Context: an optimization exercise on an open-source flow, tuned for small area, a short achievable clock period and few clock cycles per item. The choices shown serve that exercise and are no tape-out recipe.
Only simulation tests tie the RTL to the original design; equivalence was not proved.
No activity file was given, so power comes from the tool's default toggle rates.

Design drive_to_relative_point, start of the top module:
module drive_to_relative_point #(
    parameter int POS_WIDTH     = 32,
    parameter int VEL_FRAC_BITS = 15
) (
    input  logic                 i_clk,
    input  logic                 i_rst_n,
    input  logic                 i_cfg_we,
    input  logic [CIDX_W-1:0]    i_cfg_idx,
    input  logic [CDAT_W-1:0]    i_cfg_wdata,
    input  logic                 i_in_valid,
    output logic                 o_in_ready,
    input  logic [1:0]           i_action,
    input  logic [POS_WIDTH-1:0] i_pos_x,
    input  logic [POS_WIDTH-1:0] i_pos_y,
    input  logic [31:0]          i_yaw,
    output logic                 o_out_valid,
    input  logic                 i_out_ready,
    output logic [OUT_W-1:0]     o_vel_x,
    output logic [OUT_W-1:0]     o_vel_y,
    output logic [OUT_W-1:0]     o_vel_rot,
    output logic                 o_finished,
    output logic [1:0]           o_finish_cause,
    output logic                 o_stop_drive
);
Size in the first run: roughly 840 flip-flops, ~0.064 mm2 of cells after synthesis.
export LEC_CHECK = 0
export CAP_MARGIN = 20
export CORE_MARGIN = 2
export CORE_UTILIZATION = 60
export SETUP_SLACK_MARGIN = 5
export SLEW_MARGIN = 20
create_clock -name core_clock -period 11.0 [get_ports {i_clk}]
run.sh (not shown) runs the stock make flow with config.mk's settings and CLKGATE_MAP_FILE= SYNTH_SCRIPT=/design/flow/synth_recipe.tcl, a recipe that flattens the netlist after the stock synthesis.
Testbench counts at the start, summed over its fixed seeds: cycles 67,409, items 6,400.
Then changed:
--- a/flow/config.mk
+++ b/flow/config.mk
@@ -7,0 +8 @@
+export ABC_AREA = 1
@@ -10 +11 @@
-export CORE_UTILIZATION = 60
+export CORE_UTILIZATION = 40
=>
- routed wire length climbs by a few percent
- die area climbs by well over a third
- global-route usage is lower by 10 points
- worst setup slack improved by 0.091 ns
- count of clock-buffer cells in the layout rises by 13
- cell area went down slightly
- via count rises slightly
- synthesized cell count went up by roughly a tenth
- utilization falls by 22 points
Then changed:
==> flow/flow/run.sh (new file) <==
#!/bin/bash
set -euo pipefail
MARGIN=7
sed "s/SETUP_SLACK_MARGIN=[0-9.-]*/SETUP_SLACK_MARGIN=${MARGIN}/" standard.sh > standard_margin.sh
grep -q "SETUP_SLACK_MARGIN=${MARGIN} " standard_margin.sh
bash standard_margin.sh > standard.log 2>&1
==> flow/standard.sh (new file) <==
#!/bin/bash
# synth_recipe.tcl (not shown) runs the flow's synth.tcl, then flattens the netlist and writes it again
# the make line also repeats each setting of config.mk as NAME=value (left out here)
make -C /OpenROAD-flow-scripts/flow DESIGN_CONFIG=/design/flow/config.mk WORK_HOME=/design/flow/orfs CLKGATE_MAP_FILE= SYNTH_SCRIPT=/design/flow/synth_recipe.tcl "${@:-finish}"
--- a/flow/config.mk
+++ b/flow/config.mk
@@ -8 +7,0 @@
-export ABC_AREA = 1
removed: flow/run.sh
What happened:
- total power rose by 19%
- design area increases by 18%
- die area is higher by 1.7%
- cell count came out lower by 2.1%
- wire length grows by 18%
- synthesized cell count came out lower by 8.9%
- non-clock buffer count climbs by 551
Then changed:
==> flow/run.sh (new file) <==
#!/bin/bash
# synth_recipe.tcl (not shown) runs the flow's synth.tcl, then flattens the netlist and writes it again
# the make line also repeats each setting of config.mk as NAME=value (left out here)
make -C /OpenROAD-flow-scripts/flow DESIGN_CONFIG=/design/flow/config.mk WORK_HOME=/design/flow/orfs CLKGATE_MAP_FILE= SYNTH_SCRIPT=/design/flow/synth_recipe.tcl finish
--- a/flow/config.mk
+++ b/flow/config.mk
@@ -8 +8,2 @@
-export CAP_MARGIN = 20
+export ABC_AREA = 1
+export CAP_MARGIN = 10
@@ -10 +11 @@
-export CORE_UTILIZATION = 40
+export CORE_UTILIZATION = 60
@@ -12 +13 @@
-export SLEW_MARGIN = 20
+export SLEW_MARGIN = 10
removed: flow/flow/run.sh
removed: flow/standard.sh
Non-clock buffer count goes down by 544.
Sequential power goes up by about 11%.
Final cell count goes down by about 4.4%.
Worst hold slack is better by 0.0098 ns.
Synthesized area goes down by about 1.7%.
Sequential share of layout area goes up by 4.8 points.
Then changed:
--- a/flow/config.mk
+++ b/flow/config.mk
@@ -8,2 +8 @@
-export ABC_AREA = 1
-export CAP_MARGIN = 10
+export CAP_MARGIN = 20
@@ -11 +10 @@
-export CORE_UTILIZATION = 60
+export CORE_UTILIZATION = 40
@@ -13 +12 @@
-export SLEW_MARGIN = 10
+export SLEW_MARGIN = 20
=> Clock power is higher by 7.2%; first-iteration DRC count is lower by 17%; cell count hardly moves; total power is lower by 8.3%; final area is higher by 4.0%; setup slack got worse by 0.18 ns; critical path depth is lower by 10.
Then changed:
--- a/flow/config.mk
+++ b/flow/config.mk
@@ -7,0 +8 @@
+export ABC_AREA = 1
@@ -10 +11,2 @@
-export CORE_UTILIZATION = 40
+export CORE_UTILIZATION = 65
+export PLACE_DENSITY = 0.7
Outcome:
- worst setup slack gains 0.16 ns
- area after synthesis fell by 1.7%
- first-iteration DRC count rose by 40%
- global-route usage rose by 14 points

* * *

Setup of run 1:
drive_to_relative_point again, from the RTL that the note above started with.
export LEC_CHECK = 0
export ABC_AREA = 1
export CAP_MARGIN = 10
export CORE_MARGIN = 2
export CORE_UTILIZATION = 55
export SETUP_SLACK_MARGIN = 5
export SLEW_MARGIN = 10
create_clock -name core_clock -period 11.0 [get_ports {i_clk}]
Stock flow here: none of the scripts above is used.
Testbench counts of run 1, summed over its fixed seeds: cycles 67,409, items 6,400.
### run 1 -> run 2
- a change of CORE_UTILIZATION from 55 to 60
- a change of SLEW_MARGIN from 10 to 20
- a change of CAP_MARGIN from 10 to 20
- an added PLACE_DENSITY of 0.7
Results
Maximum number of pins on one net before global-route repair in run 2 is 110% above run 1.
Reported for run 1 and run 2, share of the synthesized netlist area taken by xor and xnor gates turned out identical to the last digit.
Between run 2 and run 1, the worst-case hold slack does not differ in any meaningful way.
Setup changes, run 2 to run 3
- swapping 20 for 5 in CAP_MARGIN
- clearing PLACE_DENSITY, which used to be 0.7
- swapping 20 for 5 in SLEW_MARGIN
[summary]
Placer's final routability congestion estimate was lower in run 2 than in run 3. Looking at destination of the critical timing path, the r_dx[32] result is from run 3; the r_e[2] one comes from run 2. Max shortest period the worst path allows across run 2 and run 3: run 2. On post-route standard cell area excluding fillers, run 2 tracks run 3 almost exactly.
Input changes introduced in run 4 (baseline for comparison: run 3):
- CAP_MARGIN: 5 -> 20
- SLEW_MARGIN: 5 -> 20
- Going from run 3 to run 4, post-route fraction of the period consumed by the critical path stayed essentially flat; share of final layout cell area taken by clock buffers and inverters stayed essentially flat.
- Fraction of area in registers: run 4 vs run 3 — no meaningful difference
- Routed length on met1 (run 4 over run 3): decrease, about 0.64%
- Final standard cell area without fillers essentially unchanged between run 4 and run 3.

-- afterwards: timing with drivers on the ports --
In the flow no input, the clock included, has a driving cell. The finished layouts below were timed again as built, in two steps. Step 1 (the two cells are an assumption about what drives the block):
set clk [get_ports {i_clk}]
set_driving_cell -lib_cell sky130_fd_sc_hd__clkbuf_16 $clk
set_driving_cell -lib_cell sky130_fd_sc_hd__buf_2 [delete_from_list [all_inputs] $clk]
Step 2 times the ports against the registers' clock, not the clock port: input delays grow and output delays shrink by t, the midpoint of the rising clock arrivals with the driver on. Slacks: ideal / step 1 / step 2; pairs: ideal / step 1.
| run | t (ns) | slack for setup (ns) | hold slack, ns |
|---|---|---|---|
| the first run of note 1 | 0.766 | 5.108 / 5.108 / 4.458 | 0.421 / 0.421 / 0.421 |
| the second run of note 1 | 0.811 | 5.199 / 5.233 / 4.422 | 0.408 / 0.408 / 0.408 |
| the third run of note 1 | 0.835 | 5.461 / 5.461 / 5.044 | 0.423 / 0.423 / 0.423 |
| the fourth run of note 1 | 0.764 | 5.291 / 5.331 / 4.567 | 0.433 / 0.433 / 0.433 |
| the fifth run of note 1 | 0.805 | 5.116 / 5.116 / 4.408 | 0.427 / 0.427 / 0.427 |
| the sixth run of note 1 | 0.779 | 5.272 / 5.330 / 4.551 | 0.422 / 0.422 / 0.422 |
| run 1 | 0.772 | 5.348 / 5.348 / 4.602 | 0.420 / 0.420 / 0.420 |
| run 2 | 0.768 | 5.242 / 5.242 / 4.524 | 0.423 / 0.423 / 0.423 |
| run 3 | 0.762 | 5.307 / 5.321 / 4.584 | 0.432 / 0.432 / 0.432 |
| run 4 | 0.762 | 5.309 / 5.347 / 4.585 | 0.433 / 0.433 / 0.433 |
After both steps every run listed still meets setup and hold. The setup slack of the second run of note 1, which loses most, moves by +0.034 ns with the drivers and by -0.777 ns with both steps.
